This design comes from an exercise in tuning for small area, a short achievable clock period and few clock cycles per item on the open sky130 flow, not from production work. Function was checked by simulation only, so behaviour that the tests miss may differ from the original. Power figures rest on the tool's default switching activity, not on a simulated workload.

Design cakeField, start of the top module:
module cakeField
(
	input logic update,
	input logic rst,
	input logic step,
	input logic pixelReq,
	input logic [9:0] pixelX,
	input logic [9:0] pixelY,
	output logic pixelAck,
	output logic hitReq,
	output logic [23:0] hitMask,
	input logic hitAck
);
clock: 4.5 ns
lec_check: 0
cap_margin: 20
core_margin: 2
core_utilization: 40
cts_buf_list: sky130_fd_sc_hd__clkbuf_4 sky130_fd_sc_hd__clkbuf_8
setup_slack_margin: 2.2
slew_margin: 20
standard.sh (not shown) runs the stock make flow with config.mk's settings and CLKGATE_MAP_FILE= SYNTH_SCRIPT=/design/flow/synth_recipe.tcl, a recipe that flattens the netlist after the stock synthesis.
==> flow/flow/run.sh <==
#!/bin/bash
# Own layout flow: the standard flow, with the port buffers made from
# plain buffers (the standard flow picks a slow delay cell for them) and
# with the resizer free to swap a cell for one of another footprint.
# Synthesis is the standard one, run unchanged.
set -euo pipefail
bash standard.sh synth > synth.log 2>&1
bash standard.sh \
	"BUFFER_PORTS_ARGS=-buffer_cell sky130_fd_sc_hd__buf_2" \
	MATCH_CELL_FOOTPRINT=0 \
	finish > layout.log 2>&1
The baseline produced a clean layout.
Testbench counts at the start, summed over its fixed seeds: cycles 7,096, queries 3,072.
Change:
--- a/flow/flow/run.sh
+++ b/flow/flow/run.sh
@@ -7,5 +7,5 @@
 bash standard.sh synth > synth.log 2>&1
 bash standard.sh \
-	"BUFFER_PORTS_ARGS=-buffer_cell sky130_fd_sc_hd__buf_2" \
+	"BUFFER_PORTS_ARGS=-buffer_cell sky130_fd_sc_hd__buf_4" \
 	MATCH_CELL_FOOTPRINT=0 \
 	finish > layout.log 2>&1
Settings changed: CTS_BUF_LIST sky130_fd_sc_hd__clkbuf_4 sky130_fd_sc_hd__clkbuf_8 to sky130_fd_sc_hd__clkbuf_8.
Outcome: Critical path depth went down by 1; final cell count falls by 0.55%; routed wire length goes down by 1.3%; via count shrinks by 0.48%; count of clock-buffer cells in the layout is unchanged; global-route usage fell by 0.40 points.
Change:
Settings changed: CTS_BUF_LIST sky130_fd_sc_hd__clkbuf_8 to not set, SETUP_SLACK_MARGIN 2.2 to 2.6.
Global-route usage went up by 1.5 points.
Die area does not change.
Non-clock buffer count climbs by 50.
Cell area grows by about a fifth.
Change:
Settings changed: SETUP_SLACK_MARGIN 2.6 to 2.15.
=> Utilization came out lower by 5.2 points; total power came out lower by 0.93%; sequential share of layout area came out higher by 2.8 points; setup slack got worse by 0.096 ns.


Starting RTL as in the previous note.
==> flow/config.mk <==
export PLATFORM = sky130hd
export DESIGN_NAME = cakeField
export DESIGN_NICKNAME = cakeField
export VERILOG_FILES = /design/flow/design.v
export SDC_FILE = /design/flow/constraint.sdc
export NUM_CORES = 4
export LEC_CHECK = 0
export CAP_MARGIN = 20
export CORE_MARGIN = 2
export CORE_UTILIZATION = 40
export SETUP_SLACK_MARGIN = 2.2
export SLEW_MARGIN = 20
==> flow/constraint.sdc <==
create_clock -name core_clock -period 4.5 [get_ports {update}]
set_input_delay 0.9000 -clock core_clock [delete_from_list [all_inputs] [get_ports {update}]]
set_output_delay 0.9000 -clock core_clock [all_outputs]
set_load 0.01 [all_outputs]
==> flow/flow/run.sh <==
#!/bin/bash
# Own layout flow: the standard flow, with the port buffers made from
# plain buffers (the standard flow picks a slow delay cell for them) and
# with the resizer free to swap a cell for one of another footprint.
# Synthesis is the standard one, run unchanged.
set -euo pipefail
bash standard.sh synth > synth.log 2>&1
bash standard.sh \
	"BUFFER_PORTS_ARGS=-buffer_cell sky130_fd_sc_hd__buf_2" \
	MATCH_CELL_FOOTPRINT=0 \
	finish > layout.log 2>&1
Testbench counts at the start, summed over its fixed seeds: cycles 7,096, queries 3,072.
==> next run, changes <==
==> flow/flow/run.sh (replaced) <==
#!/bin/bash
# Own layout flow: the standard flow, with the port buffers made from
# plain buffers (the standard flow picks a slow delay cell for them) and
# with the resizer free to swap a cell for one of another footprint.
# Synthesis is the standard one except that it leaves adders to ABC
# instead of mapping them to the library's full/half adder cells
# (ADDER_MAP_FILE empty); registers and their names are unchanged.
set -euo pipefail
bash standard.sh ADDER_MAP_FILE= synth > synth.log 2>&1
bash standard.sh \
	ADDER_MAP_FILE= \
	"BUFFER_PORTS_ARGS=-buffer_cell sky130_fd_sc_hd__buf_4" \
	MATCH_CELL_FOOTPRINT=0 \
	finish > layout.log 2>&1
Result: Count of clock-buffer cells in the layout came out higher by 3; final area falls by 5.2%; non-clock buffer count grows by 3.
==> next run, changes <==
==> flow/flow/run.sh (replaced) <==
#!/bin/bash
# Own layout flow: the standard flow, with the port buffers made from
# plain buffers (the standard flow picks a slow delay cell for them) and
# with the resizer free to swap a cell for one of another footprint.
# Synthesis is the standard one, run unchanged.
set -euo pipefail
bash standard.sh synth > synth.log 2>&1
bash standard.sh \
	"BUFFER_PORTS_ARGS=-buffer_cell sky130_fd_sc_hd__buf_4" \
	MATCH_CELL_FOOTPRINT=0 \
	finish > layout.log 2>&1
Settings changed: SETUP_SLACK_MARGIN 2.2 to 2.3.
Outcome:
- The new run finished clean
- design area rose by a little under a tenth
- synthesized area rose by roughly a tenth
- synthesized cell count rose by a little under a tenth
- combinational power rose by roughly a tenth
- die area rose by a little under a tenth
- clock skew is about the same
- cell count rose by roughly a tenth
- total power rose by a few percent
- worst hold slack degrades by 0.0072 ns
- via count rose by a few percent
==> next run, changes <==
Settings changed: SETUP_SLACK_MARGIN 2.3 to 2.0.
Outcome: Setup slack got worse by 0.17 ns. Power is lower by about 4.7%. Global-route usage is lower by 0.48 points. Utilization is lower by 2.1 points. Final area is lower by about 4%.
==> next run, changes <==
==> flow/flow/run.sh (replaced) <==
#!/bin/bash
# Own layout flow: the standard flow, with the port buffers made from
# plain buffers (the standard flow picks a slow delay cell for them) and
# with the resizer free to swap a cell for one of another footprint.
# After global routing the resizer gives back area on gates off the
# critical paths (RECOVER_POWER). Synthesis is the standard one, run unchanged.
set -euo pipefail
bash standard.sh synth > synth.log 2>&1
bash standard.sh \
	"BUFFER_PORTS_ARGS=-buffer_cell sky130_fd_sc_hd__buf_4" \
	MATCH_CELL_FOOTPRINT=0 \
	RECOVER_POWER=100 \
	finish > layout.log 2>&1
Settings changed: SETUP_SLACK_MARGIN 2.0 to 2.3.
Effect:
- worst hold slack barely changes
- clock skew is about the same
- final cell count increases by a few percent
- design area increases by a few percent
- combinational power increases by about a fifth
- die area is unchanged
- via count increases by a few percent
- register-to-register slack degrades by 0.18 ns


Setup of job 4303:
cakeField, a different RTL version from the one above (not shown whole).
Size in the first run: roughly 870 cells after synthesis, ~51 I/O pins, about 0.0074 mm2 of cells after synthesis.
==> flow/config.mk <==
export PLATFORM = sky130hd
export DESIGN_NAME = cakeField
export DESIGN_NICKNAME = cakeField
export VERILOG_FILES = /design/flow/design.v
export SDC_FILE = /design/flow/constraint.sdc
export NUM_CORES = 4
export LEC_CHECK = 0
export CAP_MARGIN = 20
export CORE_MARGIN = 2
export CORE_UTILIZATION = 40
export CTS_BUF_LIST = sky130_fd_sc_hd__clkbuf_4 sky130_fd_sc_hd__clkbuf_8
export SETUP_SLACK_MARGIN = 2.5
export SLEW_MARGIN = 20
==> flow/constraint.sdc <==
create_clock -name core_clock -period 4.5 [get_ports {update}]
set_input_delay 0.9000 -clock core_clock [delete_from_list [all_inputs] [get_ports {update}]]
set_output_delay 0.9000 -clock core_clock [all_outputs]
set_load 0.01 [all_outputs]
==> flow/flow/run.sh <==
#!/bin/bash
# Own layout flow: the standard flow, with the port buffers made from
# plain buffers (the standard flow picks a slow delay cell for them) and
# with the resizer free to swap a cell for one of another footprint.
# Synthesis is the standard one except that it leaves adders to ABC
# instead of mapping them to the library's full/half adder cells
# (ADDER_MAP_FILE empty); registers and their names are unchanged.
set -euo pipefail
bash standard.sh ADDER_MAP_FILE= synth > synth.log 2>&1
bash standard.sh \
	ADDER_MAP_FILE= \
	"BUFFER_PORTS_ARGS=-buffer_cell sky130_fd_sc_hd__buf_2" \
	MATCH_CELL_FOOTPRINT=0 \
	finish > layout.log 2>&1
Testbench counts of job 4303, summed over its fixed seeds: cycles 7,096, queries 3,072.
## Diff of input files: job 7542 against job 4303
- swapping 2.5 for 2.2 in SETUP_SLACK_MARGIN
### Flow results
Sort job 7542 and job 4303 by maximum achievable frequency desc -> top: job 4303. Taking job 4303 as 1.0, job 7542 lands at 0.68 on number of buffers other than clock buffers in the final layout. Job 7542 vs job 4303: utilization after layout down in job 7542. Across both runs, number of standard cells in the layout, taps in and fillers out was lower for job 7542 than for job 4303.
Input-level comparison between job 3013 and job 7542:
- SETUP_SLACK_MARGIN: 2.2 -> 2.35
--- outcome ---
Looking only at number of detailed-routing iterations run before antenna repair, and setting everything else aside, the lower value of job 7542 and job 3013 goes to job 3013. The fraction of final layout cells with drive strength greater than 1 number comes out higher for job 3013 vs job 7542. Higher part of the total power dissipated in the clock network goes to job 3013 over job 7542. Between job 3013 and job 7542, the final cell count figures differ only marginally. Delta (job 3013 minus job 7542): via count moved up; share of the cycle needed by the critical path after routing moved down; clock network contribution to total cell area level; worst hold slack moved up; number of sequential cells level.
#### Input delta (job 5720 over job 3013)
- a change of SLEW_MARGIN from 20 to 5
- a change of CAP_MARGIN from 20 to 5
Findings:
Going from job 3013 to job 5720, post-route core utilization now sits at about the same level, worst path setup slack after routing shows no meaningful change, upper clock frequency limit barely changed, layout-stage area growth over the synthesis result now sits at about the same level.


cakeField, a different RTL version from the one above (not shown whole).
Size: roughly 980 cells after synthesis, ~51 I/O pins, roughly 0.0082 mm2 of cells after synthesis.
## cakeField
module cakeField
(
	input logic update,
	input logic rst,
	input logic step,
	input logic pixelReq,
	input logic [9:0] pixelX,
	input logic [9:0] pixelY,
	output logic pixelAck,
	output logic hitReq,
	output logic [23:0] hitMask,
	input logic hitAck
);
==> flow/config.mk <==
export PLATFORM = sky130hd
export DESIGN_NAME = cakeField
export DESIGN_NICKNAME = cakeField
export VERILOG_FILES = /design/flow/design.v
export SDC_FILE = /design/flow/constraint.sdc
export NUM_CORES = 4
export LEC_CHECK = 0
export CAP_MARGIN = 20
export CORE_MARGIN = 2
export CORE_UTILIZATION = 40
export SETUP_SLACK_MARGIN = 2.3
export SLEW_MARGIN = 20
==> flow/constraint.sdc <==
create_clock -name core_clock -period 4.5 [get_ports {update}]
set_input_delay 0.9000 -clock core_clock [delete_from_list [all_inputs] [get_ports {update}]]
set_output_delay 0.9000 -clock core_clock [all_outputs]
set_load 0.01 [all_outputs]
==> flow/flow/run.sh <==
#!/bin/bash
# Own layout flow: the standard flow, with the port buffers made from
# plain buffers (the standard flow picks a slow delay cell for them) and
# with the resizer free to swap a cell for one of another footprint.
# Synthesis is the standard one, run unchanged.
set -euo pipefail
bash standard.sh synth > synth.log 2>&1
bash standard.sh \
	"BUFFER_PORTS_ARGS=-buffer_cell sky130_fd_sc_hd__buf_4" \
	MATCH_CELL_FOOTPRINT=0 \
	finish > layout.log 2>&1
The first run passed the timing, DRC and antenna checks.
Testbench counts at the start, summed over its fixed seeds: cycles 7,096, queries 3,072.
Edit:
Settings changed: CORE_UTILIZATION 40 to 60.
After rerunning: Critical path depth came out higher by 3; combinational power came out higher by 20%; die area came out lower by 33%; cell area came out higher by 3.1%.

[afterwards: timing with drivers on the ports]
The results above use ideal ports. As a check the final layouts listed here were re-extracted and re-timed, cells and wires unchanged.
Step 1 (the two cells are an assumption about what drives the block):
set clk [get_ports {update}]
set_driving_cell -lib_cell sky130_fd_sc_hd__clkbuf_16 $clk
set_driving_cell -lib_cell sky130_fd_sc_hd__buf_2 [delete_from_list [all_inputs] $clk]
Step 2, shift: input delay + t, output delay - t, t = (earliest + latest rising clock arrival at the registers) / 2. This alone moves slack from input paths to output paths.
a / b / c = ideal ports / drivers / drivers and shift; a / b = the first two.
run | shift t [ns] | setup slack, ns | worst register clock-pin slew, ns | pins driven straight from the clock port
the first run of note 1 | 0.480 | 2.212 / 2.212 / 1.814 | 0.07 / 0.07 | 1
the second run of note 1 | 0.491 | 2.207 / 2.207 / 1.894 | 0.07 / 0.07 | 1
the third run of note 1 | 0.464 | 2.340 / 2.316 / 2.010 | 0.06 / 0.06 | 1
the fourth run of note 1 | 0.461 | 2.244 / 2.244 / 1.919 | 0.06 / 0.06 | 1
the first run of note 2 | 0.467 | 2.271 / 2.271 / 1.847 | 0.06 / 0.06 | 1
the second run of note 2 | 0.459 | 2.165 / 2.165 / 1.732 | 0.06 / 0.06 | 1
the third run of note 2 | 0.459 | 2.275 / 2.275 / 1.955 | 0.06 / 0.06 | 1
the fourth run of note 2 | 0.459 | 2.103 / 2.103 / 1.831 | 0.06 / 0.06 | 1
the fifth run of note 2 | 0.460 | 1.442 / 1.449 / 0.989 | 0.06 / 0.06 | 1
job 4303 | 0.494 | 2.505 / 2.505 / 2.082 | 0.08 / 0.08 | 1
job 7542 | 0.476 | 2.344 / 2.344 / 1.925 | 0.08 / 0.08 | 1
job 3013 | 0.480 | 2.460 / 2.460 / 2.016 | 0.08 / 0.08 | 1
job 5720 | 0.480 | 2.460 / 2.460 / 2.035 | 0.08 / 0.08 | 1
the first run of note 4 | 0.466 | 2.201 / 2.201 / 1.937 | 0.06 / 0.06 | 1
the second run of note 4 | 0.465 | 1.954 / 1.954 / 1.949 | 0.06 / 0.06 | 1
After both steps every run listed still meets setup and hold. The setup slack of the fifth run of note 2, which loses most, moves by +0.007 ns with the drivers and by -0.453 ns with both steps.
